What follows belongs to an exercise in optimizing a design on an open flow for small area, a short achievable clock period and few clock cycles per item; a production flow would make more cautious choices.
The RTL was checked by simulation tests, not by an equivalence proof against the original design.
No activity file was given, so power comes from the tool's default toggle rates.

**flow/flow/run.sh**
```bash
#!/bin/bash
# Standard synthesis and layout (the standard.sh, unchanged scripts); the
# differences from the standard flow's own layout are a larger setup slack margin for
# ORFS's repair_timing steps, so that repair keeps improving paths past the
# point where they meet the (unchanged) 10 ns constraint, and a plain buffer
# (sky130_fd_sc_hd__buf_2) as the cell that buffers every port.
set -euo pipefail
cd "$(dirname "$0")/.."
MARGIN=$(cat flow/margin.txt)
bash standard.sh synth > synth_make.log 2>&1
bash standard.sh SETUP_SLACK_MARGIN=$MARGIN "BUFFER_PORTS_ARGS=-buffer_cell sky130_fd_sc_hd__buf_2" finish > layout_make.log 2>&1
```
**flow/standard.sh**
```bash
#!/bin/bash
# synth_recipe.tcl (not shown) runs the flow's synth.tcl, then flattens the netlist and writes it again
# the make line also repeats each setting of config.mk as NAME=value (left out here)
make -C /OpenROAD-flow-scripts/flow DESIGN_CONFIG=/design/flow/config.mk WORK_HOME=/design/flow/orfs CLKGATE_MAP_FILE= SYNTH_SCRIPT=/design/flow/synth_recipe.tcl "${@:-finish}"
```
**flow/constraint.sdc**
```tcl
create_clock -name core_clock -period 10.0 [get_ports {i_clk}]
set_input_delay 2.0000 -clock core_clock [delete_from_list [all_inputs] [get_ports {i_clk}]]
set_output_delay 2.0000 -clock core_clock [all_outputs]
set_load 0.01 [all_outputs]
```
**flow/config.mk**
```make
export PLATFORM = sky130hd
export DESIGN_NAME = joystick_mouse_button_qualifier_unit
export DESIGN_NICKNAME = joystick_mouse_button_qualifier_unit
export VERILOG_FILES = /design/flow/design.v
export SDC_FILE = /design/flow/constraint.sdc
export NUM_CORES = 4
export LEC_CHECK = 0
export CAP_MARGIN = 20
export CORE_MARGIN = 2
export CORE_UTILIZATION = 40
export CTS_CLUSTER_DIAMETER = 132
export CTS_CLUSTER_SIZE = 24
export PLACE_DENSITY = 0.75
export SLEW_MARGIN = 20
```
**flow/flow/margin.txt**
```
6.55
```
**flow/design.v**
```verilog
`timescale 1ns / 1ps
package jmbq_pkg;
    localparam int NUM_BTN   = 5;
    localparam int BTN_IDX_W = $clog2(NUM_BTN);
    localparam int TIME_W   = 32;
    localparam int SAMPLE_W = 12;
    localparam int KEYS_W   = 4;
    localparam int MOVE_W   = 8;
    localparam int SPEED_W  = 7;
    localparam int DZ_W     = 11;
    localparam int MS_W     = 16;
    localparam int CLICK_W  = 2;
    localparam int NUM_W = SAMPLE_W + SPEED_W;
    localparam int IN_TDATA_W  = 64;
    localparam int OUT_TDATA_W = 32;
    localparam int IN_NOW_LSB   = 0;
    localparam int IN_SX_LSB    = IN_NOW_LSB + TIME_W;
    localparam int IN_SY_LSB    = IN_SX_LSB + SAMPLE_W;
    localparam int IN_STICK_LSB = IN_SY_LSB + SAMPLE_W;
    localparam int IN_KEYS_LSB  = IN_STICK_LSB + 1;
    localparam int IN_USED_W    = IN_KEYS_LSB + KEYS_W;
    localparam int OUT_MX_LSB    = 0;
    localparam int OUT_MY_LSB    = OUT_MX_LSB + MOVE_W;
    localparam int OUT_MV_LSB    = OUT_MY_LSB + MOVE_W;
    localparam int OUT_CLICK_LSB = OUT_MV_LSB + 1;
    localparam int OUT_DOWN_LSB  = OUT_CLICK_LSB + CLICK_W;
    localparam int OUT_UP_LSB    = OUT_DOWN_LSB + KEYS_W;
    localparam int OUT_USED_W    = OUT_UP_LSB + KEYS_W;
    localparam int CFG_IDX_W  = 3;
    localparam int CFG_DATA_W = 16;
    localparam logic [CFG_IDX_W-1:0] CFG_CENTER_X   = 3'd0;
    localparam logic [CFG_IDX_W-1:0] CFG_CENTER_Y   = 3'd1;
    localparam logic [CFG_IDX_W-1:0] CFG_DEADZONE   = 3'd2;
    localparam logic [CFG_IDX_W-1:0] CFG_TOP_SPEED  = 3'd3;
    localparam logic [CFG_IDX_W-1:0] CFG_DEBOUNCE   = 3'd4;
    localparam logic [CFG_IDX_W-1:0] CFG_LONG_PRESS = 3'd5;
    localparam logic [SAMPLE_W-1:0] RST_CENTER     = 12'd2048;
    localparam logic [DZ_W-1:0]     RST_DEADZONE   = 11'd50;
    localparam logic [SPEED_W-1:0]  RST_TOP_SPEED  = 7'd10;
    localparam logic [MS_W-1:0]     RST_DEBOUNCE   = 16'd30;
    localparam logic [MS_W-1:0]     RST_LONG_PRESS = 16'd1000;
    localparam logic [SAMPLE_W-1:0] AXIS_FULL_SCALE = 12'd2048;
    localparam logic [CLICK_W-1:0] CLICKS_PRESS = 2'd1;
    localparam logic [CLICK_W-1:0] CLICKS_LONG  = 2'd2;
endpackage
`timescale 1ns / 1ps
module joystick_mouse_button_qualifier_unit (
    input  logic                                i_clk,
    input  logic                                i_rst_n,
    input  logic                                s_axis_tvalid,
    output logic                                s_axis_tready,
    input  logic [jmbq_pkg::IN_TDATA_W-1:0]     s_axis_tdata,
    output logic                                m_axis_tvalid,
    input  logic                                m_axis_tready,
    output logic [jmbq_pkg::OUT_TDATA_W-1:0]    m_axis_tdata,
    input  logic                                i_cfg_we,
    input  logic [jmbq_pkg::CFG_IDX_W-1:0]      i_cfg_idx,
    input  logic [jmbq_pkg::CFG_DATA_W-1:0]     i_cfg_wdata
);
    localparam int NB = jmbq_pkg::NUM_BTN;
    localparam int TW = jmbq_pkg::TIME_W;
    localparam int SW = jmbq_pkg::SAMPLE_W;
    localparam int KW = jmbq_pkg::KEYS_W;
    localparam int PW = jmbq_pkg::SPEED_W;
    localparam int DW = jmbq_pkg::DZ_W;
    localparam int HW = jmbq_pkg::MS_W;
    localparam int AW = 19;
    localparam int MW = 26;
    localparam int BRW = 10;
    logic [SW-1:0] r_center_x, r_center_y;
    logic [DW-1:0] r_deadzone;
    logic [PW-1:0] r_top_speed;
    logic [HW-1:0] r_debounce_ms, r_long_press_ms;
    always_ff @(posedge i_clk) begin
        if (!i_rst_n) begin
            r_center_x      <= jmbq_pkg::RST_CENTER;
            r_center_y      <= jmbq_pkg::RST_CENTER;
            r_deadzone      <= jmbq_pkg::RST_DEADZONE;
            r_top_speed     <= jmbq_pkg::RST_TOP_SPEED;
            r_debounce_ms   <= jmbq_pkg::RST_DEBOUNCE;
            r_long_press_ms <= jmbq_pkg::RST_LONG_PRESS;
        end else if (i_cfg_we) begin
            case (i_cfg_idx)
                jmbq_pkg::CFG_CENTER_X:   r_center_x      <= i_cfg_wdata[SW-1:0];
                jmbq_pkg::CFG_CENTER_Y:   r_center_y      <= i_cfg_wdata[SW-1:0];
                jmbq_pkg::CFG_DEADZONE:   r_deadzone      <= i_cfg_wdata[DW-1:0];
                jmbq_pkg::CFG_TOP_SPEED:  r_top_speed     <= i_cfg_wdata[PW-1:0];
                jmbq_pkg::CFG_DEBOUNCE:   r_debounce_ms   <= i_cfg_wdata[HW-1:0];
                jmbq_pkg::CFG_LONG_PRESS: r_long_press_ms <= i_cfg_wdata[HW-1:0];
                default: ;
            endcase
        end
    end
    logic r_en, r_ready;
    logic r_out_valid, r_spare_valid;
    logic [jmbq_pkg::OUT_USED_W-1:0] r_out_data, r_spare_data;
    logic w_arrive;
    logic [jmbq_pkg::OUT_USED_W-1:0] w_result;
    assign s_axis_tready = r_ready;
    assign m_axis_tvalid = r_out_valid;
    assign m_axis_tdata  = {(jmbq_pkg::OUT_TDATA_W - jmbq_pkg::OUT_USED_W)'(0), r_out_data};
    logic          r_v0;
    logic [TW-1:0] r_now;
    logic [NB-1:0] r_raw;
    always_ff @(posedge i_clk) begin
        if (!i_rst_n) begin
            r_v0 <= 1'b0;
        end else if (r_en) begin
            r_v0 <= s_axis_tvalid;
        end
    end
    always_ff @(posedge i_clk) begin
        if (r_en) begin
            r_now <= s_axis_tdata[jmbq_pkg::IN_NOW_LSB +: TW];
            r_raw <= {s_axis_tdata[jmbq_pkg::IN_KEYS_LSB +: KW],
                      s_axis_tdata[jmbq_pkg::IN_STICK_LSB]};
        end
    end
    logic [NB-1:0] r_raw_last, r_stable;
    logic [TW-1:0] r_change_time [NB];
    logic [TW-1:0] r_press_start;
    logic          r_press_valid, r_long_done;
    function automatic logic f_after(input logic [TW-1:0] now, input logic [TW-1:0] then,
                                     input logic [HW-1:0] lim, input logic or_eq);
        logic [15:0] nl, nh, tl, th, x, y, hx, hc;
        logic        b16, lo, eq0, eq1;
        logic [17:0] s;
        nl  = now[15:0];
        nh  = now[31:16];
        tl  = ~then[15:0];
        th  = ~then[31:16];
        b16 = nl < then[15:0];
        x   = nl ^ tl ^ ~lim;
        y   = (nl & tl) | (nl & ~lim) | (tl & ~lim);
        s   = {2'b0, x} + {1'b0, y, or_eq} + 18'd1;
        lo  = b16 ? (s[17] | s[16]) : s[17];
        eq0 = (nh == then[31:16]);
        hx  = nh ^ th;
        hc  = {nh[14:0] | th[14:0], 1'b0};
        eq1 = (hx == hc);
        f_after = !(b16 ? eq1 : eq0) || lo;
    endfunction
    logic [NB-1:0] w_changed, w_acc;
    logic          w_long_hit, w_press;
    logic [1:0]    w_clicks;
    logic [KW-1:0] w_downs, w_ups;
    logic          w_step;
    assign w_step = r_en && r_v0;
    always_comb begin
        for (int b = 0; b < NB; b++) begin
            w_changed[b] = r_raw[b] != r_raw_last[b];
            w_acc[b]     = !w_changed[b] && (r_stable[b] != r_raw[b]) &&
                           f_after(r_now, r_change_time[b], r_debounce_ms, 1'b0);
        end
        w_press    = w_acc[0] && r_raw[0];
        w_long_hit = !w_acc[0] && r_stable[0] && r_press_valid && !r_long_done &&
                     f_after(r_now, r_press_start, r_long_press_ms, 1'b1);
        w_clicks   = {w_long_hit, w_press};
        w_downs    = w_acc[NB-1:1] & r_raw[NB-1:1];
        w_ups      = w_acc[NB-1:1] & ~r_raw[NB-1:1];
    end
    always_ff @(posedge i_clk) begin
        if (!i_rst_n) begin
            r_raw_last    <= '1;
            r_stable      <= '1;
            r_press_valid <= 1'b0;
            r_long_done   <= 1'b0;
        end else if (w_step) begin
            r_raw_last <= r_raw;
            for (int b = 0; b < NB; b++) begin
                if (w_acc[b]) r_stable[b] <= r_raw[b];
            end
            if (w_acc[0]) begin
                r_press_valid <= r_raw[0];
                r_long_done   <= 1'b0;
            end else if (w_long_hit) begin
                r_long_done <= 1'b1;
            end
        end
    end
    always_ff @(posedge i_clk) begin
        if (w_step) begin
            for (int b = 0; b < NB; b++) begin
                if (w_changed[b]) r_change_time[b] <= r_now;
            end
        end
    end
    always_ff @(posedge i_clk) begin
        if (!r_press_valid) r_press_start <= r_now;
    end
    logic [SW-1:0]  r_div;
    logic [11:0]    w_booth, r_booth_x, r_booth_yn;
    logic [8:0]     w_sp_ext;
    assign w_sp_ext = {1'b0, r_top_speed, 1'b0};
    always_comb begin
        for (int i = 0; i < 4; i++) begin
            w_booth[3*i+2] = w_sp_ext[2*i+2];
            w_booth[3*i+1] = (w_sp_ext[2*i+2] && !w_sp_ext[2*i+1] && !w_sp_ext[2*i]) ||
                             (!w_sp_ext[2*i+2] && w_sp_ext[2*i+1] && w_sp_ext[2*i]);
            w_booth[3*i]   = w_sp_ext[2*i+1] ^ w_sp_ext[2*i];
        end
    end
    always_ff @(posedge i_clk) begin
        r_div      <= 12'd2048 - {1'b0, r_deadzone};
        r_booth_x  <= w_booth;
        r_booth_yn <= ~w_booth;
    end
    function automatic logic [AW-1:0] f_mag(input logic [SW-1:0] s, input logic [SW-1:0] c);
        logic [SW:0]   a, b;
        logic [SW-1:0] mag;
        a   = {1'b0, s} - {1'b0, c};
        b   = {1'b0, c} - {1'b0, s};
        mag = a[SW] ? b[SW-1:0] : a[SW-1:0];
        f_mag = {!a[SW], 5'b0, mag[SW-1], mag};
    endfunction
    function automatic logic [AW-1:0] f_zone(input logic [AW-1:0] a, input logic [DW-1:0] dz,
                                             input logic [SW-1:0] dv);
        logic [SW:0]   e;
        logic [SW-1:0] m;
        e = {1'b0, a[SW-1:0]} - {2'b0, dz};
        if (a[SW])                   m = dv;
        else if (e[SW] || e == '0)   m = '0;
        else                         m = e[SW-1:0];
        f_zone = {a[AW-1], 6'b0, m};
    endfunction
    function automatic logic [MW-1:0] f_mul(input logic [AW-1:0] a, input logic [11:0] bd);
        logic [17:0] row [4];
        logic [13:0] m;
        logic [17:0] ext, s1, c1, s2, c2;
        logic [12:0] lo;
        for (int i = 0; i < 4; i++) begin
            m = bd[3*i] ? {2'b0, a[SW-1:0]} : bd[3*i+1] ? {1'b0, a[SW-1:0], 1'b0} : 14'd0;
            if (bd[3*i+2]) m = ~m;
            ext = {{4{m[13]}}, m};
            row[i] = ext << (2 * i);
            if (i > 0) row[i][2*i-2] = bd[3*(i-1)+2];
        end
        s1 = row[0] ^ row[1] ^ row[2];
        c1 = ((row[0] & row[1]) | (row[0] & row[2]) | (row[1] & row[2])) << 1;
        s2 = s1 ^ c1 ^ row[3];
        c2 = ((s1 & c1) | (s1 & row[3]) | (c1 & row[3])) << 1;
        lo = {1'b0, s2[11:0]} + {1'b0, c2[11:0]};
        f_mul = {a[AW-1], s2[17:12], c2[17:12], lo};
    endfunction
    function automatic logic [AW-1:0] f_sum(input logic [MW-1:0] a);
        f_sum = {a[MW-1], a[24:19] + a[18:13] + {5'd0, a[12]}, a[11:0]};
    endfunction
    function automatic logic [AW-1:0] f_div(input logic [AW-1:0] a, input logic [DW-1:0] dz);
        logic [SW-1:0] t;
        logic [SW:0]   s;
        t = a[17:6];
        s = {1'b0, t} + {2'b01, dz};
        f_div = {a[AW-1], s[SW] ? s[10:0] : t[10:0], a[5:0], s[SW]};
    endfunction
    localparam int NST = 10;
    logic           r_vs [1:NST-1];
    logic [BRW-1:0] r_bs [1:NST-1];
    logic [AW-1:0]  r_xs [1:NST-1];
    logic [AW-1:0]  r_ys [1:NST-1];
    logic [AW-1:0]  w_xs [1:NST-1];
    logic [AW-1:0]  w_ys [1:NST-1];
    logic [SW-1:0]  r_sx, r_sy;
    always_ff @(posedge i_clk) begin
        if (r_en) begin
            r_sx <= s_axis_tdata[jmbq_pkg::IN_SX_LSB +: SW];
            r_sy <= s_axis_tdata[jmbq_pkg::IN_SY_LSB +: SW];
        end
    end
    logic [MW-1:0]  r_mx, r_my;
    always_comb begin
        w_xs[1] = f_mag(r_sx, r_center_x);
        w_ys[1] = f_mag(r_sy, r_center_y);
        w_xs[2] = f_zone(r_xs[1], r_deadzone, r_div);
        w_ys[2] = f_zone(r_ys[1], r_deadzone, r_div);
        w_xs[3] = '0;
        w_ys[3] = '0;
        w_xs[4] = f_div(f_sum(r_mx), r_deadzone);
        w_ys[4] = f_div(f_sum(r_my), r_deadzone);
        for (int k = 5; k < NST; k++) begin
            w_xs[k] = f_div(r_xs[k-1], r_deadzone);
            w_ys[k] = f_div(r_ys[k-1], r_deadzone);
        end
    end
    always_ff @(posedge i_clk) begin
        if (!i_rst_n) begin
            for (int k = 1; k < NST; k++) r_vs[k] <= 1'b0;
        end else if (r_en) begin
            r_vs[1] <= r_v0;
            for (int k = 2; k < NST; k++) r_vs[k] <= r_vs[k-1];
        end
    end
    always_ff @(posedge i_clk) begin
        if (r_en) begin
            r_bs[1] <= {w_ups, w_downs, w_clicks};
            for (int k = 2; k < NST; k++) r_bs[k] <= r_bs[k-1];
            for (int k = 1; k < NST; k++) begin
                if (k != 3) begin
                    r_xs[k] <= w_xs[k];
                    r_ys[k] <= w_ys[k];
                end
            end
            r_mx <= f_mul(r_xs[2], r_booth_x);
            r_my <= f_mul(r_ys[2], ~r_booth_yn);
        end
    end
    function automatic logic [7:0] f_move(input logic [AW-1:0] pre, input logic [AW-1:0] post);
        logic [6:0] hi, nhi;
        logic       b0;
        hi  = {1'b0, pre[5:0]};
        nhi = -hi;
        b0  = post[0];
        if (!post[AW-1])  f_move = {hi, b0};
        else if (b0)      f_move = {~hi, 1'b1};
        else              f_move = {nhi, 1'b0};
    endfunction
    logic [AW-1:0] w_xl, w_yl;
    logic [7:0]    w_mx, w_my;
    assign w_xl     = f_div(r_xs[NST-1], r_deadzone);
    assign w_yl     = f_div(r_ys[NST-1], r_deadzone);
    assign w_mx     = f_move(r_xs[NST-1], w_xl);
    assign w_my     = f_move(r_ys[NST-1], w_yl);
    assign w_arrive = r_en && r_vs[NST-1];
    assign w_result = {r_bs[NST-1],
                       (|r_xs[NST-1][5:0]) || w_xl[0] || (|r_ys[NST-1][5:0]) || w_yl[0],
                       w_my, w_mx};
    logic w_out_load, w_en_next;
    assign w_out_load = !r_out_valid || m_axis_tready;
    assign w_en_next  = !((r_out_valid && !m_axis_tready) && (r_spare_valid || w_arrive)) &&
                        !(r_spare_valid && w_arrive);
    always_ff @(posedge i_clk) begin
        if (!i_rst_n) begin
            r_out_valid   <= 1'b0;
            r_spare_valid <= 1'b0;
            r_en          <= 1'b1;
            r_ready       <= 1'b1;
        end else begin
            if (w_out_load) begin
                r_out_valid   <= r_spare_valid || w_arrive;
                r_spare_valid <= r_spare_valid && w_arrive;
            end else begin
                r_spare_valid <= r_spare_valid || w_arrive;
            end
            r_en    <= w_en_next;
            r_ready <= w_en_next;
        end
    end
    always_ff @(posedge i_clk) begin
        if (w_out_load) begin
            r_out_data <= r_spare_valid ? r_spare_data : w_result;
        end
        if (w_arrive && ((r_spare_valid && w_out_load) || (!r_spare_valid && !w_out_load))) begin
            r_spare_data <= w_result;
        end
    end
endmodule
```
==> impl_metrics.yaml, run 1 <==
run_status:
  status: "finished clean"
critical_path:
  cp-start-kind: "flop"
  r2r-end: "r_my[12]$_DFFE_PP_"
  path_max_fanout: 5
  crit_type: "flop to flop"
  r2r_slack_ps: 6490
  reg2reg_depth: 18
  rr_startpoint: "r_booth_yn[3]$_DFF_P_"
  crit_end: "r_my[12]$_DFFE_PP_"
  required_ps: 10360
  cp.arrival_ps: 3870
  end_kind: "flop"
  critPathLaunch: "r_booth_yn[3]$_DFF_P_"
timing:
  final.setup.tns_ps: 0
  holdWs_ps: 404
  post-route-period-util_pct: 35.1
  slew_viol_final: 0
  layout_min_cycle_time_ps: 3510
  fmax_ghz: 0.285
  rsz0062_at_grt: "true"
  slew-limit-headroom_pct: 29.0
  worst_pin_slew_ps: 1060
  setup_violations: 0
  skew_ps: 44.8
  final_hold_viol_count: 0
logic_synthesis:
  avgSynthCellArea_um2: 12.1
  synthTopCellsByArea: "edfxtp_1 44%, ha_1 13%, fa_1 6.7%, dfxtp_1 5.3%, xnor2_1 4.1%"
  synth_warnings: 10
  synth.most_common_cell: "edfxtp_1"
  synth_top_cell_area_share_pct: 43.7
  ys_ff_latch: 862
  synth_ff_type: "edfxtp_1"
  ys_async_sr_fraction_pct: 0
  netlist_area_mm2: 0.0501
  synth_cell_types: 86
  synth.top_cells.by_count: "729 x edfxtp_1, 538 x ha_1, 389 x inv_1, 324 x nand2_1, 236 x a21oi_1"
  synth_top_area_cell: "edfxtp_1"
  yosysSeqAreaShare_pct: 49.0
  synth-edff-count: 729
  synth_cells: 4133
cts:
  cts_root_buf: "clkbuf_16"
  insertion_delay_ps: 640
  cts_tree: "yes"
  clk_pin_slew_worst_paths_ps: 90
  numCtsBuffers: 41
  htreeDepth: 2
  cts_buffer_depth: 3
  cts_sinks: 862
  cts_hold_buf: 0
floorplanning:
  initial_core_util_pct: 40.4
  io_pins: 122
  dieHeight_um: 358
  die_x_um: 358
  dieArea_mm2: 0.128
  core_area_mm2: 0.124
  rows: 129
placed_design:
  dpl.cell_count: 5837
  place.gp.congestion: 0.877
  portBuffers: 113
  place_hpwl_mm: 77.4
drt:
  vias: 31500
  first_iter_violations: 2044
  wl_per_cell_um: 17.4
  vias_per_cell: 5.22
  antenna_left: 0
  drc: 0
  wirelength_mm: 105
  dr.pass1.iters: 6
global_route:
  grt_use_total_pct: 16.2
  overflow: 0
  grt_max_degree: 173
  grt_pass1_wl_mm: 167
  first_global_vias: 32000
  antenna_found_initial: 5
layout:
  fill_cells: 11000
  area_growth_pct: 10.9
  layout-drive-gt1-share_pct: 13.8
  utilization_pct: 44.8
  seq_area_mm2: 0.0246
  multi_input_area_mm2: 0.0242
  finalNetCount: 5157
  final_cells: 6035
min_path:
  hp-start: "r_bs[2][7]$_DFFE_PP_"
  min_path_type: "flop to flop"
power_and_ir_drop:
  p_switching_w: 0.00423
  p_per_area_mw_per_mm2: 231
  power_w: 0.0128
  swShare_pct: 32.9
  p_clk_share_pct: 15.1
  p_leak_nw: 23.0
  comb_power_share_pct: 43.1
  power_frac_seq_pct: 41.8
  peakVddDrop_mv: 0.160
  cellInternalPower_w: 0.00862
flow_run:
  cap_viol_max_count: 0
==> through the flow <==
| stage | setup WS, ps | area, µm² |
|---|---|---|
| floorplan | 4480 | 50400 |
| global placement | 5490 | 52900 |
| detailed placement | 5480 | 52900 |
| CTS | 6520 | 54900 |
| global route | 6320 | 55600 |
| finish | 6490 | 55600 |
==> power by group through the flow <==
stage / combinational (W) / sequential, W / clock (W)
5_1_grt: 0.00621 / 0.00545 / 0.00211
6_report: 0.00554 / 0.00537 / 0.00194
3_5_place_dp: 0.00498 / 0.00548 / 0
3_3_place_gp: 0.00478 / 0.00544 / 0
2_1_floorplan: 0.00407 / 0.00531 / 0
4_1_cts: 0.00525 / 0.00537 / 0.00200
==> routing by layer <==
metal | vias up | part of all wire [%] | track usage (%)
li1 | 15300 | - | -
met1 | 15400 | 44 | 21.4
met2 | 701 | 48 | 27.7
met3 | 162 | 4.6 | 2.02
met4 | 8 | 3.1 | 5.41
met5 | - | 0.045 | 0
==> critical path: stages (launching register included) <==
cell and delay (ps):
dfxtp_4 380, nor2b_4 140, buf_4 130, buf_6 120, buf_4 140, nand2_1 50, o21ai_0 100, xnor2_1 160
fa_1 520, inv_1 50, fa_1 490, inv_1 40, ha_1 340, inv_1 70, o21bai_1 90, a21oi_2 150
nor2b_1 70, o21ai_1 140, nand2b_1 60
==> flip-flops by register name, indices dropped and copies added (netlist names), 9 cells and up <==
| name | flops |
|---|---|
| r_ys | 140 |
| r_xs | 140 |
| r_vs | 9 |
| r_debounce_ms | 16 |
| r_bs | 90 |
| r_center_x | 12 |
| r_deadzone | 11 |
| r_now | 32 |
| r_sy | 12 |
| r_booth_yn | 11 |
| r_long_press_ms | 16 |
| r_booth_x | 11 |
| r_press_start | 32 |
| r_out_data | 27 |
| r_change_time | 160 |
| r_spare_data | 27 |
| r_sx | 12 |
| r_my | 26 |
| r_mx | 26 |
| r_div | 12 |
| r_center_y | 12 |
==> placed cells by master, fill, tap and decap left out, drive strengths merged, types with 31 or more instances in the layout <==
cell type,instances
edfxtp,729
ha,538
inv,389
nand2,324
buf,279
a21oi,238
xnor2,235
o21ai,183
fa,167
mux2,141
dfxtp,133
nor2,128
xor2,118
a21o,111
clkbuf,76
nand4,55
nor2b,52
nor3,40
mux2i,35
nand3,34
o21bai,32
nand2b,31
==> repair_timing <==
item | 4_1_cts | 5_1_grt
setup buffers | 72 | 48
resized for setup | 71 | 94
pin swaps | 20 | 52
cloned | 0 | 1
endpoints found under the setup margin | 195 | 161
==> cell families (layout without fill, tap and decap cells) <==
| group | after synthesis | after routing | share of synthesized area [%] |
|---|---|---|---|
| XOR/XNOR | 353 | 353 | 6.17 |
| flip-flops | 862 | 862 | 49.0 |
| AND/OR/NAND/NOR | 756 | 756 | 7.25 |
| buffers and inverters | 491 | 751 | 3.76 |
| AO/OA/AOI/OAI | 788 | 788 | 9.82 |
| adder cells (fa/ha/maj) | 706 | 706 | 20.1 |
| multiplexers | 176 | 176 | 3.87 |
| other | 1 | 6 | 0.00748 |
==> how the worst min path moves through the flow <==
stage	endpoint	depth (start not counted)	slack, ps
6_report	r_bs[3][7]$_DFFE_PP_	0	400
2_1_floorplan	r_booth_x[0]$_DFF_P_	0	340
4_1_cts	r_bs[2][2]$_DFFE_PP_	0	410
3_5_place_dp	r_bs[4][2]$_DFFE_PP_	0	400
3_3_place_gp	r_bs[9][7]$_DFFE_PP_	0	400
5_1_grt	r_bs[3][7]$_DFFE_PP_	0	420
==> cell type report <==
cell class	instances	share of cell area, %
diodes	1	0.00450
clock buffers	75	2.17
clock inverters	1	0.0158
inverters	395	2.72
multi-input cells	2784	43.6
flip-flops and latches	862	44.3
well taps	1637	3.68
repair buffers	280	3.52
Testbench counts, summed over its fixed seeds: cycles 3,288, polls 3,200.
==> run 2: changes to the inputs <==
==> flow/flow/margin.txt (replaced) <==
6.45
--- a/flow/config.mk
+++ b/flow/config.mk
@@ -11,4 +11,3 @@
 export CTS_CLUSTER_DIAMETER = 132
 export CTS_CLUSTER_SIZE = 24
-export PLACE_DENSITY = 0.75
 export SLEW_MARGIN = 20
==> impl_metrics.yaml, run 2 <==
global_route:
  grt_pass1_wl_mm: 171
  overflow: 0
  first_global_vias: 30500
  grt_max_degree: 158
  antenna_found_initial: 6
  grt_use_total_pct: 17.0
floorplanning:
  initial_core_util_pct: 40.4
  dieArea_mm2: 0.128
  rows: 129
  die_x_um: 358
  dieHeight_um: 358
  io_pins: 122
  core_area_mm2: 0.124
critical_path:
  path_max_fanout: 5
  end_kind: "flop"
  required_ps: 10400
  crit_type: "flop to flop"
  r2r_slack_ps: 6470
  cp_cell_sequence: "nor2b_4 -> buf_6 -> nand2_2 -> o21ai_2 -> xnor2_2 -> fa_1 -> inv_2 -> fa_1 -> ha_4 -> a21o_1 -> a21oi_2 -> o21bai_1 -> a21oi_2 -> o21bai_1 -> a21oi_2 -> nor2b_1 -> o21ai_1 -> nand2b_1"
  cp.arrival_ps: 3930
  crit_path_frequent_cell: "a21oi_2"
  slowest_stage: "fa_1"
  reg2reg_depth: 18
  cp-start-kind: "flop"
  max_stage_delay_ps: 520
layout:
  layout-drive-gt1-share_pct: 12.6
  fill_cells: 11500
  multi_input_area_mm2: 0.0242
  final_common_cell: "edfxtp_1"
  largest_reg_flops: 160
  utilization_pct: 44.7
  area_growth_pct: 10.6
  top_register: "r_change_time"
  finalNetCount: 5122
  largestRegisters: "r_change_time (160), r_xs (140), r_ys (140)"
  seq_area_mm2: 0.0246
  final_cell_mix: "729 x edfxtp_1, 534 x ha_1, 378 x inv_1"
power_and_ir_drop:
  p_leak_nw: 22.9
  peakVddDrop_mv: 0.173
  p_per_area_mw_per_mm2: 228
drt:
  drc: 0
  wirelength_mm: 109
  antenna_left: 0
  vias_per_cell: 5.11
  first_iter_violations: 1913
  met1_length_mm: 50.2
  wl_per_cell_um: 18.1
  topRoutingLayerUsed: "met5"
  wl_met3_mm: 4.30
  wl_met2_mm: 51.8
  dr.pass1.iters: 6
  vias: 30700
logic_synthesis:
  ys_ff_latch: 862
  yosysSeqAreaShare_pct: 49.0
  synth.top_cells.by_count: "729 x edfxtp_1, 538 x ha_1, 389 x inv_1, 324 x nand2_1, 236 x a21oi_1"
  synth-edff-count: 729
  synth_cell_types: 86
  synth_top_area_cell: "edfxtp_1"
  synth.most_common_cell: "edfxtp_1"
  ys_async_sr_fraction_pct: 0
  netlist_area_mm2: 0.0501
  synth_top_cell_area_share_pct: 43.7
  synthTopCellsByArea: "edfxtp_1 44%, ha_1 13%, fa_1 6.7%, dfxtp_1 5.3%, xnor2_1 4.1%"
  avgSynthCellArea_um2: 12.1
  synth_cells: 4133
  synth_warnings: 10
  synth_ff_type: "edfxtp_1"
cts:
  clk_pin_slew_worst_paths_ps: 90
  cts_sinks: 862
  insertion_delay_ps: 660
  cts_buffer_depth: 3
  cts_root_buf: "clkbuf_16"
  cts_hold_buf: 0
  cts_tree: "yes"
  numCtsBuffers: 42
  htreeDepth: 2
timing:
  worst_pin_slew_ps: 1030
  post-route-period-util_pct: 35.3
  final_hold_viol_count: 0
  holdWs_ps: 397
  finalWorstSetupSlack_ps: 6470
  slew_viol_final: 0
  slew-limit-headroom_pct: 30.6
  fmax_ghz: 0.284
  setup_violations: 0
  rsz0062_at_grt: "true"
  skew_ps: 50.0
  layout_min_cycle_time_ps: 3530
  final.setup.tns_ps: 0
flow_run:
  cap_viol_max_count: 0
min_path:
  min_path_type: "flop to flop"
  holdPathStages: 0
placed_design:
  place.gp.congestion: 0.857
  dp_worst_setup_slack_ps: 5640
  place_hpwl_mm: 77.4
  portBuffers: 113
run_status:
  status: "finished clean"
==> run 2: what timing repair did <==
item | in CTS | in global routing
resized for setup | 84 | 63
cloned | 1 | 0
endpoints found under the setup margin | 173 | 141
setup buffers | 54 | 27
pin swaps | 16 | 35
==> run 2: report_power, final <==
| part | switching (W) | internal (W) |
|---|---|---|
| registers | 0.000373 | 0.00498 |
| clock network | 0.00115 | 0.000843 |
| logic | 0.00262 | 0.00269 |
==> run 2: final timing paths <==
path / startpoint / to
max: r_booth_yn[0]$_DFF_P_ / r_my[12]$_DFFE_PP_
min: r_top_speed[0]$_SDFFE_PN0P_ / r_booth_x[0]$_DFF_P_
max reg2reg: r_booth_yn[0]$_DFF_P_ / r_my[12]$_DFFE_PP_
min reg2reg: r_top_speed[0]$_SDFFE_PN0P_ / r_booth_x[0]$_DFF_P_
==> run 2: cell families (layout without fill, tap and decap cells) <==
logic type,after synthesis,after routing,synth area share [%]
muxes,176,176,3.87
and+or+nand+nor,756,756,7.25
AOI/OAI and AO/OA,788,788,9.82
other,1,6,0.00748
buffers and inverters,491,716,3.76
adders and majority gates,706,706,20.1
DFF,862,862,49.0
xor gates and xnor gates,353,353,6.17
==> run 2: cell type report <==
type                    count  share of cell area [%]
repair buffers            244                    3.27
inverters                 395                    2.74
well taps                1637                    3.70
diodes                      1                 0.00452
clock inverters             3                  0.0655
multi-input cells        2784                    43.6
clock buffers              74                    2.19
flip-flops and latches    862                    44.4
==> run 2: routing by layer <==
layer | vias up | GRT usage, %
met5 | - | 0
li1 | 15200 | -
met4 | 6 | 4.05
met3 | 122 | 2.08
met2 | 461 | 29.0
met1 | 14900 | 23.1
==> run 2: worst max-delay path: cells and delay by family, from the launching register on <==
family,cells,cell delay [ps]
AO/OA/AOI/OAI,8,1060
buffers and inverters,2,170
flip-flops,1,350
XOR/XNOR,1,150
AND/OR/NAND/NOR,4,320
adder cells (fa/ha/maj),3,1260
==> run 2: metrics by stage <==
stage,area (µm²),instances,power [W]
finish,55400,6000,0.0127
global placement,52800,5838,0.0102
floorplan,50300,4137,0.00932
detailed placement,52800,5838,0.0103
CTS,54900,5970,0.0126
global route,55400,5999,0.0136
==> run 3: changes to the inputs <==
==> flow/flow/margin.txt (replaced) <==
6.55
==> impl_metrics.yaml, run 3 <==
min_path:
  holdPathStages: 0
  hp-start: "r_top_speed[0]$_SDFFE_PN0P_"
  hold_end: "r_booth_x[0]$_DFF_P_"
  min_path_type: "flop to flop"
timing:
  final.setup.tns_ps: 0
  layout_min_cycle_time_ps: 3450
  fmax_ghz: 0.290
  final_hold_viol_count: 0
  worst_pin_slew_ps: 1090
  setup_violations: 0
  skew_ps: 35.2
  rsz0062_at_grt: "true"
  post-route-period-util_pct: 34.5
  slew-limit-headroom_pct: 27.0
  slew_viol_final: 0
layout:
  finalNetCount: 5200
  largestRegisters: "r_change_time (160), r_xs (140), r_ys (140)"
  final_common_cell: "edfxtp_1"
  final_cell_mix: "729 x edfxtp_1, 529 x ha_1, 367 x inv_1"
  largest_reg_flops: 160
  area_growth_pct: 12.5
  layout-drive-gt1-share_pct: 15.2
  utilization_pct: 45.5
  fill_cells: 11300
  top_register: "r_change_time"
drt:
  dr.pass1.iters: 7
  wl_per_cell_um: 18.0
  vias: 30900
  drc: 0
  wirelength_mm: 109
  antenna_left: 0
  vias_per_cell: 5.09
  first_iter_violations: 1755
logic_synthesis:
  synthTopCellsByArea: "edfxtp_1 44%, ha_1 13%, fa_1 6.7%, dfxtp_1 5.3%, xnor2_1 4.1%"
  netlist_area_mm2: 0.0501
  synth_cells: 4133
  synth.top_cells.by_count: "729 x edfxtp_1, 538 x ha_1, 389 x inv_1, 324 x nand2_1, 236 x a21oi_1"
  ys_ff_latch: 862
  synth_top_cell_area_share_pct: 43.7
  synth_top_area_cell: "edfxtp_1"
  synth-edff-count: 729
  synth.most_common_cell: "edfxtp_1"
  yosysSeqAreaShare_pct: 49.0
  synth_cell_types: 86
  ys_async_sr_fraction_pct: 0
  synth_warnings: 10
  synth_ff_type: "edfxtp_1"
  avgSynthCellArea_um2: 12.1
floorplanning:
  initial_core_util_pct: 40.4
  dieArea_mm2: 0.128
  io_pins: 122
  core_area_mm2: 0.124
  rows: 129
  dieHeight_um: 358
  die_x_um: 358
critical_path:
  end_kind: "flop"
  rr_startpoint: "r_ys[2][2]$_DFFE_PP_"
  required_ps: 10390
  cp-start-kind: "flop"
  r2r-end: "r_my[10]$_DFFE_PP_"
  r2r_slack_ps: 6550
  reg2reg_depth: 17
  cp.arrival_ps: 3840
  crit_type: "flop to flop"
  path_max_fanout: 3
power_and_ir_drop:
  peakVddDrop_mv: 0.148
  p_leak_nw: 23.3
  p_per_area_mw_per_mm2: 230
global_route:
  grt_max_degree: 169
  overflow: 0
  grt_use_total_pct: 17.0
  first_global_vias: 30300
  antenna_found_initial: 6
  grt_pass1_wl_mm: 171
cts:
  cts_sinks: 862
  cts_tree: "yes"
  insertion_delay_ps: 670
  cts_hold_buf: 0
  clk_pin_slew_worst_paths_ps: 90
  numCtsBuffers: 42
  cts_root_buf: "clkbuf_16"
  cts_buffer_depth: 3
  htreeDepth: 2
run_status:
  status: "finished clean"
placed_design:
  place.gp.congestion: 0.867
  portBuffers: 113
  place_hpwl_mm: 77.6
flow_run:
  cap_viol_max_count: 0
[run 3: how the worst max path moves through the flow]
stage | start | endpoint | slack (ps)
after floorplan | r_en$_SDFF_PN1_ | s_axis_tready | 4480
after global placement | r_deadzone[1]$_SDFFE_PN1P_ | r_xs[6][10]$_DFFE_PP_ | 5310
after detailed placement | r_deadzone[1]$_SDFFE_PN1P_ | r_xs[8][15]$_DFFE_PP_ | 5240
after CTS | r_ys[2][2]$_DFFE_PP_ | r_my[12]$_DFFE_PP_ | 6500
after global routing | r_xs[2][4]$_DFFE_PP_ | r_mx[12]$_DFFE_PP_ | 6410
final | r_ys[2][2]$_DFFE_PP_ | r_my[10]$_DFFE_PP_ | 6550
[run 3: routing by layer]
metal,vias up,GRT usage (%),routed length (µm)
li1,15300,-,-
met1,14900,23.0,50200
met2,517,28.8,52600
met3,137,1.88,3880
met4,4,4.54,2730
met5,-,0,26
[run 3: final cells by class]
type	instances	area, µm²	share of cell area [%]
clock buffers	66	1170	2.08
well taps	1637	2050	3.63
multi-input cells	2785	24400	43.3
inverters	395	1550	2.75
diodes	3	7.51	0.0133
repair buffers	321	2500	4.43
clock inverters	5	58.8	0.104
flip-flops and latches	862	24600	43.7
[run 3: power breakdown]
part,switching [W],leakage (nW),internal (W)
logic,0.00274,14.0,0.00291
clock network,0.00116,0.590,0.000826
registers,0.000374,8.74,0.00498
total,0.00427,23.3,0.00871
[run 3: cell families after synthesis]
logic type,after synthesis,synth area share (%)
flip-flops,862,49.0
AO/OA/AOI/OAI,788,9.82
AND/OR/NAND/NOR,756,7.25
adder cells (fa/ha/maj),706,20.1
buffers and inverters,491,3.76
XOR/XNOR,353,6.17
multiplexers,176,3.87
other,1,0.00748
[run 3: through the flow]
step	total power [W]	instances	hold slack, ps	cell area, µm²	worst slack [ps]
after floorplan	0.00939	4137	344	50400	4480
after global placement	0.0103	5836	366	52900	5310
after detailed placement	0.0104	5836	362	52900	5240
after CTS	0.0128	5988	367	55200	6500
after global routing	0.0139	6073	391	56400	6410
final	0.0130	6074	366	56400	6550
[run 3: what timing repair did]
item	4_1_cts	5_1_grt
buffers inserted	78	78
gates cloned	3	3
gates resized for setup	93	120
pin swaps	32	49
endpoints found under the setup margin	270	135
[run 3: worst max-delay path, stage by stage (launching register included)]
cell and delay [ps]:
edfxtp_1 440, buf_4 160, buf_6 100, nor2b_1 110, a21oi_1 140, xnor2_1 100, fa_1 510, inv_1 60
fa_1 490, inv_2 50, ha_4 270, inv_2 30, o21bai_1 150, a21oi_2 80, o21bai_1 160, a21oi_2 80
buf_4 140, xnor2_2 110
==> run 4: changes to the inputs <==
==> flow/flow/margin.txt (replaced) <==
6.65
==> impl_metrics.yaml, run 4 <==
run_status:
  status: "finished clean"
global_route:
  antenna_found_initial: 8
  grt_max_degree: 169
  first_global_vias: 31800
  grt_pass1_wl_mm: 170
  overflow: 0
  grt_use_total_pct: 16.9
drt:
  vias: 31200
  drc: 0
  wl_per_cell_um: 17.9
  first_iter_violations: 1557
  wirelength_mm: 109
  dr.pass1.iters: 6
  vias_per_cell: 5.13
  antenna_left: 0
floorplanning:
  core_area_mm2: 0.124
  die_x_um: 358
  initial_core_util_pct: 40.4
  rows: 129
  io_pins: 122
  dieHeight_um: 358
  dieArea_mm2: 0.128
logic_synthesis:
  synth-simple-area-share_pct: 7.25
  synth_cells: 4133
  avgSynthCellArea_um2: 12.1
  synth.top_cells.by_count: "729 x edfxtp_1, 538 x ha_1, 389 x inv_1, 324 x nand2_1, 236 x a21oi_1"
  synth_top_family_by_area: "adder cells"
  synth_compound_area_share_pct: 9.82
  netlist_area_mm2: 0.0501
  synth-edff-count: 729
  synth_cell_types: 86
  ys_ff_latch: 862
  synth_warnings: 10
  synthTopCellsByArea: "edfxtp_1 44%, ha_1 13%, fa_1 6.7%, dfxtp_1 5.3%, xnor2_1 4.1%"
  synthAdderAreaFrac_pct: 20.1
  synth_top_area_cell: "edfxtp_1"
  yosysSeqAreaShare_pct: 49.0
  synth_top_cell_area_share_pct: 43.7
  synth-xor-area-share_pct: 6.17
  synth_ff_type: "edfxtp_1"
  synthMuxAreaShare_pct: 3.87
  ys_async_sr_fraction_pct: 0
  synth.most_common_cell: "edfxtp_1"
critical_path:
  r2r-end: "r_my[12]$_DFFE_PP_"
  rr_startpoint: "r_booth_yn[0]$_DFF_P_"
  reg2reg_depth: 18
  required_ps: 8000
  slowest_stage: "edfxtp_1"
  cp_cell_sequence: "buf_2"
  path_buf_inv: 1
  cpLargestDelayFamily: "flip-flops"
  critPathLaunch: "r_out_data[24]$_DFFE_PN_"
  end_kind: "output pin"
  cp.arrival_ps: 1490
  cp-start-kind: "flop"
  path_max_fanout: 1
  crit_end: "m_axis_tdata[24]"
  r2r_slack_ps: 6570
  max_stage_delay_ps: 630
  crit_type: "flop to output pin"
  cp_num_cells: 1
timing:
  finalWorstSetupSlack_ps: 6510
  holdWs_ps: 410
  final_hold_viol_count: 0
  fmax_ghz: 0.287
  final.setup.tns_ps: 0
  skew_ps: 24.0
  rsz0062_at_grt: "true"
  slew-limit-headroom_pct: 27.7
  worst_pin_slew_ps: 1080
  setup_violations: 0
  slew_viol_final: 0
  post-route-period-util_pct: 34.9
  layout_min_cycle_time_ps: 3490
cts:
  cts_root_buf: "clkbuf_16"
  clk_pin_slew_worst_paths_ps: 100
  cts_hold_buf: 0
  numCtsBuffers: 41
  cts_sinks: 862
  insertion_delay_ps: 630
  htreeDepth: 2
  cts_tree: "yes"
  cts_buffer_depth: 3
placed_design:
  place_hpwl_mm: 77.9
  dp_worst_setup_slack_ps: 5680
  portBuffers: 113
  place.gp.congestion: 0.856
power_and_ir_drop:
  p_per_area_mw_per_mm2: 230
  power_w: 0.0129
  p_leak_nw: 23.2
  peakVddDrop_mv: 0.169
layout:
  largest_reg_flops: 160
  layout-drive-gt1-share_pct: 15.8
  antenna_cells: 0
  area_growth_pct: 12.2
  finalNetCount: 5200
  utilization_pct: 45.4
  final_cell_mix: "729 x edfxtp_1, 529 x ha_1, 365 x inv_1"
  top_register: "r_change_time"
  final_common_cell: "edfxtp_1"
  largestRegisters: "r_change_time (160), r_xs (140), r_ys (140)"
min_path:
  min_path_type: "flop to flop"
flow_run:
  cap_viol_max_count: 0
==> run 4: changes by cell type in the layout (fill, tap and decap cells not counted), sizes merged <==
cell / change
clkbuf: +7
clkinvlp: -7
o21bai: -1
diode: -3
nor2: +3
bufbuf: -2
inv: +5
==> run 4: through the flow <==
step | cells | cell area, µm²
global route | 6076 | 56200
detailed placement | 5844 | 53000
global placement | 5844 | 53000
finish | 6076 | 56200
CTS | 6006 | 55200
floorplan | 4137 | 50400
==> run 4: logic make-up (layout without fill, tap and decap cells) <==
logic type,Yosys count,count (layout)
compound gates,788,788
mux,176,176
other cells,1,5
flops,862,862
fa+ha+maj,706,706
buf+inv,491,790
xor+xnor,353,353
simple gates,756,759
==> run 4: worst min path at each step <==
stage	startpoint	endpoint	slack (ps)	depth (start not counted)
finish	r_top_speed[0]$_SDFFE_PN0P_	r_booth_x[0]$_DFF_P_	410	0
detailed placement	r_top_speed[0]$_SDFFE_PN0P_	r_booth_x[0]$_DFF_P_	400	0
global route	r_top_speed[0]$_SDFFE_PN0P_	r_booth_x[0]$_DFF_P_	390	0
global placement	r_top_speed[0]$_SDFFE_PN0P_	r_booth_x[0]$_DFF_P_	400	0
CTS	r_top_speed[0]$_SDFFE_PN0P_	r_booth_x[0]$_DFF_P_	400	0
floorplan	r_top_speed[0]$_SDFFE_PN0P_	r_booth_x[0]$_DFF_P_	340	0
==> run 4: repair_timing <==
item,in CTS,in global routing
endpoints found under the setup margin,375,171
gates cloned,4,4
gates resized for setup,92,146
pin swaps,27,78
buffers inserted,83,66
==> run 4: final cells by class <==
| cell class | count | area [µm²] |
|---|---|---|
| Clock buffer | 72 | 1150 |
| Clock inverter | 3 | 41.3 |
| Fill cell | 11300 | 67700 |
| Inverter | 395 | 1530 |
| Multi-Input combinational cell | 2787 | 24500 |
| Sequential cell | 862 | 24600 |
| Tap cell | 1637 | 2050 |
| Timing Repair Buffer | 320 | 2370 |
==> run 4: layer usage <==
| metal | vias to the layer above | global-route usage, % | wire [µm] |
|---|---|---|---|
| li1 | 15400 | - | - |
| met1 | 15200 | 20.0 | 45300 |
| met2 | 421 | 31.8 | 56900 |
| met3 | 148 | 1.61 | 2780 |
| met4 | 0 | 5.49 | 3540 |
| met5 | - | 0 | 0 |
==> run 4: power by group <==
| group | total, W | switching (W) | internal (W) |
|---|---|---|---|
| logic | 0.00563 | 0.00271 | 0.00292 |
| clock network | 0.00195 | 0.00115 | 0.000799 |
| registers | 0.00533 | 0.000352 | 0.00498 |
==> run 5: changes to the inputs <==
--- a/flow/design.v
+++ b/flow/design.v
@@ -66,5 +66,5 @@
     localparam int HW = jmbq_pkg::MS_W;
     localparam int AW = 19;
-    localparam int MW = 26;
+    localparam int MW = 28;
     localparam int BRW = 10;
     logic [SW-1:0] r_center_x, r_center_y;
@@ -228,5 +228,5 @@
         logic [13:0] m;
         logic [17:0] ext, s1, c1, s2, c2;
-        logic [12:0] lo;
+        logic [10:0] lo;
         for (int i = 0; i < 4; i++) begin
             m = bd[3*i] ? {2'b0, a[SW-1:0]} : bd[3*i+1] ? {1'b0, a[SW-1:0], 1'b0} : 14'd0;
@@ -240,9 +240,9 @@
         s2 = s1 ^ c1 ^ row[3];
         c2 = ((s1 & c1) | (s1 & row[3]) | (c1 & row[3])) << 1;
-        lo = {1'b0, s2[11:0]} + {1'b0, c2[11:0]};
-        f_mul = {a[AW-1], s2[17:12], c2[17:12], lo};
+        lo = {1'b0, s2[9:0]} + {1'b0, c2[9:0]};
+        f_mul = {a[AW-1], s2[17:10], c2[17:10], lo};
     endfunction
     function automatic logic [AW-1:0] f_sum(input logic [MW-1:0] a);
-        f_sum = {a[MW-1], a[24:19] + a[18:13] + {5'd0, a[12]}, a[11:0]};
+        f_sum = {a[MW-1], a[26:19] + a[18:11] + {7'd0, a[10]}, a[9:0]};
     endfunction
     function automatic logic [AW-1:0] f_div(input logic [AW-1:0] a, input logic [DW-1:0] dz);
==> flow/flow/margin.txt (replaced) <==
6.5
==> impl_metrics.yaml, run 5 <==
critical_path:
  rr_startpoint: "r_debounce_ms[8]$_SDFFE_PN0P_"
  cp_cell_sequence: "clkinvlp_4 -> fa_1 -> ha_1 -> o2111ai_2 -> o221ai_2 -> a221o_1 -> a41oi_2 -> nand4_1 -> buf_6 -> o311ai_4 -> nor3_1 -> nand3b_1"
  reg2reg_depth: 12
  cp-start-kind: "flop"
  max_stage_delay_ps: 510
  cpLargestDelayFamily: "compound AO/OA/AOI/OAI gates"
  slowest_stage: "fa_1"
  end_kind: "flop"
  path_max_fanout: 5
  r2r_slack_ps: 6590
  crit_type: "flop to flop"
  required_ps: 10560
  path_buf_inv: 2
  critPathLaunch: "r_debounce_ms[8]$_SDFFE_PN0P_"
  cp_num_cells: 12
  r2r-end: "r_stable[0]$_SDFFE_PN1P_"
  cp.arrival_ps: 3970
  crit_end: "r_stable[0]$_SDFFE_PN1P_"
logic_synthesis:
  ys_ff_latch: 866
  synth_ff_type: "edfxtp_1"
  synth_top_area_cell: "edfxtp_1"
  synth_cell_types: 97
  avgSynthCellArea_um2: 12.1
  ys_async_sr_fraction_pct: 0
  synth_cells: 4206
  synth_top_cell_area_share_pct: 43.3
  synth.most_common_cell: "edfxtp_1"
  synth-edff-count: 733
  synth_warnings: 10
  netlist_area_mm2: 0.0508
  synthTopCellsByArea: "edfxtp_1 43%, ha_1 13%, fa_1 6.6%, dfxtp_1 5.2%, xnor2_1 3.7%"
  synth.top_cells.by_count: "733 x edfxtp_1, 538 x ha_1, 383 x inv_1, 341 x nand2_1, 217 x xnor2_1"
  yosysSeqAreaShare_pct: 48.6
drt:
  wl_per_cell_um: 18.0
  antenna_left: 0
  wirelength_mm: 110
  dr.pass1.iters: 5
  drc: 0
  first_iter_violations: 2078
  vias_per_cell: 5.19
  vias: 31800
floorplanning:
  io_pins: 122
  dieArea_mm2: 0.130
  die_x_um: 360
  initial_core_util_pct: 40.4
  rows: 130
  core_area_mm2: 0.126
  dieHeight_um: 360
global_route:
  grt_use_total_pct: 16.7
  antenna_found_initial: 12
  grt_pass1_wl_mm: 173
  grt_max_degree: 164
  first_global_vias: 31900
  overflow: 0
timing:
  holdWs_ps: 364
  slew-limit-headroom_pct: 27.5
  final_hold_viol_count: 0
  final.setup.tns_ps: 0
  fmax_ghz: 0.293
  skew_ps: 53.2
  worst_pin_slew_ps: 1080
  rsz0062_at_grt: "true"
  layout_min_cycle_time_ps: 3410
  slew_viol_final: 0
  setup_violations: 0
  post-route-period-util_pct: 34.1
placed_design:
  dpl.cell_count: 5910
  portBuffers: 113
  place.gp.congestion: 0.853
  place_hpwl_mm: 78.2
layout:
  finalNetCount: 5217
  largest_reg_flops: 160
  top_register: "r_change_time"
  layout-drive-gt1-share_pct: 13.3
  final_cell_mix: "733 x edfxtp_1, 534 x ha_1, 369 x inv_1"
  utilization_pct: 44.7
  final_common_cell: "edfxtp_1"
  final_cells: 6114
  largestRegisters: "r_change_time (160), r_xs (140), r_ys (140)"
  area_growth_pct: 10.7
cts:
  insertion_delay_ps: 680
  cts_root_buf: "clkbuf_16"
  clk_pin_slew_worst_paths_ps: 100
  cts_hold_buf: 0
  cts_sinks: 866
  htreeDepth: 2
  numCtsBuffers: 43
  cts_buffer_depth: 3
  cts_tree: "yes"
power_and_ir_drop:
  p_leak_nw: 23.0
  p_per_area_mw_per_mm2: 228
  peakVddDrop_mv: 0.182
min_path:
  min_path_type: "flop to flop"
run_status:
  status: "finished clean"
flow_run:
  cap_viol_max_count: 0
run 5: cell types whose count changed after synthesis, moves of 18 or more:
cell	delta
a21oi_1	-36
nor3_1	+27
a21o_1	-26
o21ai_0	+26
o21bai_1	-25
xnor2_1	-18
run 5: report_power, final:
group | internal, W | leakage (nW) | switching (W)
clock | 0.000883 | 0.645 | 0.00120
sequential | 0.00500 | 8.77 | 0.000381
combinational | 0.00267 | 13.6 | 0.00269
run 5: through the flow:
step	power, W	cell area, µm²	setup WS, ps
2_1_floorplan	0.00935	50900	4450
3_3_place_gp	0.0103	53300	5140
3_5_place_dp	0.0104	53300	5090
4_1_cts	0.0126	55300	6500
5_1_grt	0.0138	56200	6350
6_report	0.0128	56300	6590
run 5: area by class of cell:
class / count / area, µm²
diodes: 5 / 12.5
clock buffers: 70 / 1190
clock inverters: 10 / 151
fillers: 11600 / 69600
inverters: 389 / 1510
multi-input cells: 2865 / 24800
flip-flops and latches: 866 / 24700
well taps: 1650 / 2060
repair buffers: 259 / 1820
run 5: worst min path at each step:
stage               cells past startpoint                    to  slack (ps)                         from
floorplan                               0  r_booth_x[0]$_DFF_P_         350  r_top_speed[0]$_SDFFE_PN0P_
global placement                        0  r_booth_x[0]$_DFF_P_         360  r_top_speed[0]$_SDFFE_PN0P_
detailed placement                      0  r_booth_x[0]$_DFF_P_         360  r_top_speed[0]$_SDFFE_PN0P_
CTS                                     0  r_booth_x[0]$_DFF_P_         370  r_top_speed[0]$_SDFFE_PN0P_
global route                            0  r_booth_x[0]$_DFF_P_         380  r_top_speed[0]$_SDFFE_PN0P_
finish                                  0  r_booth_x[0]$_DFF_P_         360  r_top_speed[0]$_SDFFE_PN0P_
run 5: what timing repair did:
item | 4_1_cts | 5_1_grt
resized for setup | 65 | 93
setup buffers | 46 | 66
setup endpoints to repair | 417 | 309
pin swaps | 7 | 24
endpoints found under the hold margin | 0 | 0
cloned | 1 | 6
run 5: logic make-up after synthesis:
logic type | Yosys count | synth area share (%)
AND/OR/NAND/NOR | 856 | 8.34
multiplexers | 174 | 3.79
other | 1 | 0.00738
XOR/XNOR | 332 | 5.72
flip-flops | 866 | 48.6
AO/OA/AOI/OAI | 785 | 9.93
adder cells (fa/ha/maj) | 706 | 19.8
buffers and inverters | 486 | 3.80
run 5: metal layers:
layer | part of all wire, % | vias to the layer above | wire, µm | global-route usage, %
li1 | - | 15700 | - | -
met1 | 45 | 15400 | 49500 | 21.8
met2 | 49 | 469 | 54100 | 28.9
met3 | 2.7 | 157 | 3030 | 1.62
met4 | 3.4 | 2 | 3710 | 5.96
met5 | 0.012 | - | 13 | 0
Testbench counts of run 5, summed over its fixed seeds: cycles 3,288, polls 3,200.
==> run 6: changes to the inputs <==
==> flow/flow/margin.txt (replaced) <==
6.6
==> impl_metrics.yaml, run 6 <==
timing:
  slew_viol_final: 0
  rsz0062_at_grt: "true"
  setup_violations: 0
  skew_ps: 43.4
  final_hold_viol_count: 0
  worst_pin_slew_ps: 1040
  layout_min_cycle_time_ps: 3420
  fmax_ghz: 0.292
  slew-limit-headroom_pct: 30.4
  final.setup.tns_ps: 0
  post-route-period-util_pct: 34.2
power_and_ir_drop:
  peakVddDrop_mv: 0.164
  p_leak_nw: 23.1
  p_per_area_mw_per_mm2: 228
layout:
  finalNetCount: 5244
  largestRegisters: "r_change_time (160), r_xs (140), r_ys (140)"
  multi_input_area_mm2: 0.0250
  seq_area_mm2: 0.0247
  layout-drive-gt1-share_pct: 14.9
  final_cell_mix: "733 x edfxtp_1, 529 x ha_1, 366 x inv_1"
  fill_cells: 11600
  top_register: "r_change_time"
  final_common_cell: "edfxtp_1"
  area_growth_pct: 11.3
  utilization_pct: 44.9
  largest_reg_flops: 160
cts:
  cts_tree: "yes"
  numCtsBuffers: 42
  cts_hold_buf: 0
  clk_pin_slew_worst_paths_ps: 100
  insertion_delay_ps: 670
  cts_buffer_depth: 3
  cts_root_buf: "clkbuf_16"
  cts_sinks: 866
  htreeDepth: 2
placed_design:
  portBuffers: 113
  place_hpwl_mm: 78.3
  place.gp.congestion: 0.850
floorplanning:
  initial_core_util_pct: 40.4
  rows: 130
  io_pins: 122
  dieArea_mm2: 0.130
  dieHeight_um: 360
  core_area_mm2: 0.126
  die_x_um: 360
logic_synthesis:
  synth_cell_types: 97
  synth.top_cells.by_count: "733 x edfxtp_1, 538 x ha_1, 383 x inv_1, 341 x nand2_1, 217 x xnor2_1"
  ys_ff_latch: 866
  netlist_area_mm2: 0.0508
  synthTopCellsByArea: "edfxtp_1 43%, ha_1 13%, fa_1 6.6%, dfxtp_1 5.2%, xnor2_1 3.7%"
  synth-edff-count: 733
  avgSynthCellArea_um2: 12.1
  synth_top_area_cell: "edfxtp_1"
  synth_top_cell_area_share_pct: 43.3
  yosysSeqAreaShare_pct: 48.6
  synth.most_common_cell: "edfxtp_1"
  ys_async_sr_fraction_pct: 0
  synth_ff_type: "edfxtp_1"
  synth_warnings: 10
  synth_cells: 4206
critical_path:
  path_max_fanout: 5
  slowest_stage: "edfxtp_1"
  required_ps: 10520
  cp.arrival_ps: 3940
  end_kind: "flop"
  max_stage_delay_ps: 430
  cp_cell_sequence: "buf_12 -> buf_4 -> fa_1 -> ha_1 -> o2111ai_2 -> o221ai_2 -> a221o_1 -> a41oi_2 -> nand4_1 -> buf_4 -> o311ai_4 -> buf_4 -> o41ai_2"
  crit_path_frequent_cell: "buf_4"
  crit_type: "flop to flop"
  cp-start-kind: "flop"
drt:
  first_iter_violations: 1965
  wl_per_cell_um: 18.1
  dr.pass1.iters: 6
  antenna_left: 0
  drc: 0
  vias_per_cell: 5.20
  wirelength_mm: 111
  vias: 31900
global_route:
  overflow: 0
  grt_pass1_wl_mm: 174
  antenna_found_initial: 10
  first_global_vias: 31900
  grt_max_degree: 157
  grt_use_total_pct: 16.8
min_path:
  min_path_type: "flop to flop"
flow_run:
  cap_viol_max_count: 0
run_status:
  status: "finished clean"
-- run 6: repair_timing --
item	in CTS	in global routing
resized for setup	100	142
endpoints found under the setup margin	514	174
buffers inserted	80	56
pin swaps	20	52
cloned	2	8
-- run 6: final timing paths --
kind / startpoint / end / slack (ps) / depth (start not counted)
worst max-delay path: r_now[7]$_DFFE_PP_ / r_press_valid$_SDFFE_PN0P_ / 6580 / 13
worst max register to register: r_now[7]$_DFFE_PP_ / r_press_valid$_SDFFE_PN0P_ / 6580 / 13
worst min register to register: r_top_speed[0]$_SDFFE_PN0P_ / r_booth_x[0]$_DFF_P_ / 380 / 0
worst min-delay path: r_top_speed[0]$_SDFFE_PN0P_ / r_booth_x[0]$_DFF_P_ / 380 / 0
-- run 6: where the power goes --
group          switching, W  internal, W
Clock               0.00117     0.000835
Sequential         0.000382      0.00500
Combinational       0.00278      0.00274
Total               0.00433      0.00858
-- run 6: layout make-up --
class / instances / share of cell area, %
Clock inverter: 5 / 0.102
Sequential cell: 866 / 43.8
Timing Repair Buffer: 284 / 3.56
Multi-Input combinational cell: 2868 / 44.1
Tap cell: 1650 / 3.65
Clock buffer: 73 / 2.12
Inverter: 389 / 2.68
Antenna cell: 1 / 0.00443
-- run 6: metal layers --
layer	wire length (µm)	GRT usage (%)
met2	55500	30.0
met1	49600	21.7
met4	2760	3.91
met5	0	0
met3	3500	1.82
-- run 6: critical path, delay by kind of cell, from the launching register on --
family	cells	cell delay, ps
compound gates	6	1320
fa+ha+maj	2	680
buf+inv	4	660
flops	1	430
simple gates	1	200
-- run 6: kinds of logic after synthesis --
family	synth area share, %
muxes	3.79
DFF	48.6
AOI/OAI and AO/OA	9.93
other	0.00738
buffers and inverters	3.80
xor gates and xnor gates	5.72
adders and majority gates	19.8
and+or+nand+nor	8.34
-- run 6: per-stage QoR --
step | setup WS, ps | cells | instance area, µm² | hold slack, ps | power (W)
finish | 6580 | 6136 | 56500 | 375 | 0.0129
global route | 6480 | 6135 | 56500 | 385 | 0.0139
CTS | 6590 | 6071 | 55600 | 374 | 0.0127
detailed placement | 5310 | 5911 | 53400 | 369 | 0.0104
global placement | 5430 | 5911 | 53400 | 368 | 0.0103
floorplan | 4450 | 4210 | 50900 | 351 | 0.00936
==> run 7: changes to the inputs <==
==> flow/flow/margin.txt (replaced) <==
6.65
==> impl_metrics.yaml, run 7 <==
run_status:
  status: "finished clean"
logic_synthesis:
  synth_warnings: 10
  ys_async_sr_fraction_pct: 0
  yosysSeqAreaShare_pct: 48.6
  synth_top_cell_area_share_pct: 43.3
  netlist_area_mm2: 0.0508
  synth_top_area_cell: "edfxtp_1"
  synth.most_common_cell: "edfxtp_1"
  ys_ff_latch: 866
  avgSynthCellArea_um2: 12.1
  synthTopCellsByArea: "edfxtp_1 43%, ha_1 13%, fa_1 6.6%, dfxtp_1 5.2%, xnor2_1 3.7%"
  synth_cells: 4206
  synth_cell_types: 97
  synth_ff_type: "edfxtp_1"
  synth.top_cells.by_count: "733 x edfxtp_1, 538 x ha_1, 383 x inv_1, 341 x nand2_1, 217 x xnor2_1"
  synth-edff-count: 733
layout:
  top_register: "r_change_time"
  final_cell_mix: "733 x edfxtp_1, 521 x ha_1, 365 x inv_1"
  largest_reg_flops: 160
  largestRegisters: "r_change_time (160), r_xs (140), r_ys (140)"
  fill_cells: 11500
  layout-drive-gt1-share_pct: 16.2
  finalNetCount: 5287
  final_common_cell: "edfxtp_1"
  area_growth_pct: 13.0
cts:
  insertion_delay_ps: 680
  cts_root_buf: "clkbuf_16"
  numCtsBuffers: 43
  clk_pin_slew_worst_paths_ps: 100
  htreeDepth: 2
  cts_buffer_depth: 3
  cts_sinks: 866
  cts_tree: "yes"
drt:
  first_iter_violations: 1895
  dr.pass1.iters: 6
  vias_per_cell: 5.20
  wl_per_cell_um: 18.0
  wirelength_mm: 111
  drc: 0
  vias: 32100
  antenna_left: 0
global_route:
  grt_use_total_pct: 16.6
  overflow: 0
  grt_max_degree: 78
  first_global_vias: 32100
  antenna_found_initial: 8
  grt_pass1_wl_mm: 173
critical_path:
  cp.arrival_ps: 3940
  required_ps: 10610
  cp-start-kind: "flop"
  crit_type: "flop to flop"
  end_kind: "flop"
  path_max_fanout: 4
power_and_ir_drop:
  swShare_pct: 33.5
  peakVddDrop_mv: 0.195
  p_switching_w: 0.00438
  cellInternalPower_w: 0.00870
  comb_power_share_pct: 43.3
  p_per_area_mw_per_mm2: 228
  power_w: 0.0131
  power_frac_seq_pct: 41.1
  p_clk_share_pct: 15.6
  p_leak_nw: 23.5
floorplanning:
  initial_core_util_pct: 40.4
  dieHeight_um: 360
  core_area_mm2: 0.126
  die_x_um: 360
  dieArea_mm2: 0.130
  rows: 130
  io_pins: 122
timing:
  slew-limit-headroom_pct: 22.0
  final.setup.tns_ps: 0
  setup_violations: 0
  worst_pin_slew_ps: 1170
  rsz0062_at_grt: "true"
  post-route-period-util_pct: 33.3
  final_hold_viol_count: 0
  layout_min_cycle_time_ps: 3330
  fmax_ghz: 0.300
  skew_ps: 44.9
  slew_viol_final: 0
min_path:
  min_path_type: "flop to flop"
placed_design:
  place_hpwl_mm: 78.2
  place.gp.congestion: 0.851
  portBuffers: 113
flow_run:
  cap_viol_max_count: 0
-- run 7: cell count changes in the layout (fill, tap and decap cells not counted), moves of 5 or more --
cell	before	now
ha_4	2	12
buf_4	153	174
ha_1	529	521
buf_12	10	19
o21ai_2	5	10
buf_6	5	13
-- run 7: final timing paths --
check             cells past startpoint                            from  slack [ps]                  endpoint
setup reg to reg                     14  r_debounce_ms[14]$_SDFFE_PN0P_        6670  r_stable[0]$_SDFFE_PN1P_
setup / recovery                     14  r_debounce_ms[14]$_SDFFE_PN0P_        6670  r_stable[0]$_SDFFE_PN1P_
hold reg to reg                       0     r_top_speed[0]$_SDFFE_PN0P_         400      r_booth_x[0]$_DFF_P_
hold / removal                        0     r_top_speed[0]$_SDFFE_PN0P_         400      r_booth_x[0]$_DFF_P_
-- run 7: critical path, cell delays in order, from the launching register on --
cell and delay, ps:
dfxtp_2 360, clkinvlp_4 160, buf_6 160, buf_6 120, fa_1 520, ha_4 210
and4_4 140, a221o_1 360, a41oi_2 270, nand4_1 180, buf_6 180, o311ai_4 270
buf_4 180, o21ai_1 50, nand3b_1 90
-- run 7: routing by layer --
layer | wire (µm) | global-route usage (%) | vias up
li1 | - | - | 15800
met2 | 53600 | 28.3 | 500
met4 | 4160 | 6.14 | 0
met3 | 3370 | 2.06 | 186
met1 | 49800 | 21.7 | 15600
met5 | 0 | 0 | -
-- run 7: cells by family (layout without fill, tap and decap cells) --
| logic type | after synthesis | in the layout | share of synthesized area, % |
|---|---|---|---|
| AO/OA/AOI/OAI | 785 | 787 | 9.93 |
| adder cells (fa/ha/maj) | 706 | 706 | 19.8 |
| XOR/XNOR | 332 | 332 | 5.72 |
| flip-flops | 866 | 866 | 48.6 |
| buffers and inverters | 486 | 795 | 3.80 |
| multiplexers | 174 | 174 | 3.79 |
| AND/OR/NAND/NOR | 856 | 864 | 8.34 |
| other | 1 | 7 | 0.00738 |
-- run 7: per-stage QoR --
stage	hold WS, ps	area, µm²	setup slack [ps]	std cells	util (%)
4_1_cts	414	55700	6600	6064	44.3
2_1_floorplan	351	51000	4450	4210	-
5_1_grt	418	57400	6570	6181	45.6
6_report	399	57400	6670	6181	45.6
3_3_place_gp	367	53400	5460	5913	42.4
3_5_place_dp	373	53400	5390	5913	42.4
-- run 7: final cells by class --
cell class	instances	area (µm²)	share of cell area [%]
multi-input combinational	2868	25200	43.9
antenna	2	5.00	0.00872
timing repair buffer	326	2570	4.48
inverter	389	1530	2.66
clock buffer	74	1210	2.11
clock inverter	6	86.3	0.150
tap	1650	2060	3.60
sequential	866	24700	43.1
-- run 7: power by group through the flow --
stage                     combinational (W)  sequential, W  clock, W
after floorplan                     0.00404        0.00533         0
after global routing                0.00638        0.00547   0.00224
final                               0.00566        0.00537   0.00204
after global placement              0.00482        0.00547         0
after detailed placement            0.00492        0.00549         0
after CTS                           0.00514        0.00538   0.00214
-- run 7: timing repair --
item,in CTS,in global routing
cloned,3,10
hold buffers,0,0
gates resized for setup,109,191
setup endpoints to repair,278,243
pin swaps,20,90
setup buffers,68,103

==> static timing again, ports no longer ideal <==
In the flow no input, the clock included, has a driving cell. The finished layouts below were timed again as built, in two steps.
Step 1 (the two cells are an assumption about what drives the block):
set clk [get_ports {i_clk}]
set_driving_cell -lib_cell sky130_fd_sc_hd__clkbuf_16 $clk
set_driving_cell -lib_cell sky130_fd_sc_hd__buf_2 [delete_from_list [all_inputs] $clk]
Step 2 moves the port delays by t, midway between the first and last clock arrival at a register: inputs arrive t later, outputs are due t later. That takes back most of the time a late clock gives input paths.
Slacks: no drivers / after step 1 / after step 2; pairs: no drivers / after step 1.
run	t, ns	setup slack, ns	worst setup path after step 2	clock arrival spread, ns
run 1	0.689	6.489 / 6.489 / 6.105	input to register	0.050 / 0.049
run 2	0.714	6.475 / 6.475 / 6.063	input to register	0.057 / 0.058
run 3	0.720	6.552 / 6.552 / 6.104	input to register	0.044 / 0.043
run 4	0.697	6.514 / 6.441 / 6.121	input to register	0.031 / 0.031
run 5	0.728	6.589 / 6.555 / 6.298	input to register	0.057 / 0.057
run 6	0.718	6.579 / 6.579 / 6.277	input to register	0.043 / 0.044
run 7	0.723	6.666 / 6.619 / 6.375	input to register	0.056 / 0.056
After both steps every run listed still meets setup and hold. For run 3, which loses most, drivers alone change the setup slack by 0.000 ns; drivers and shift together by -0.448 ns.
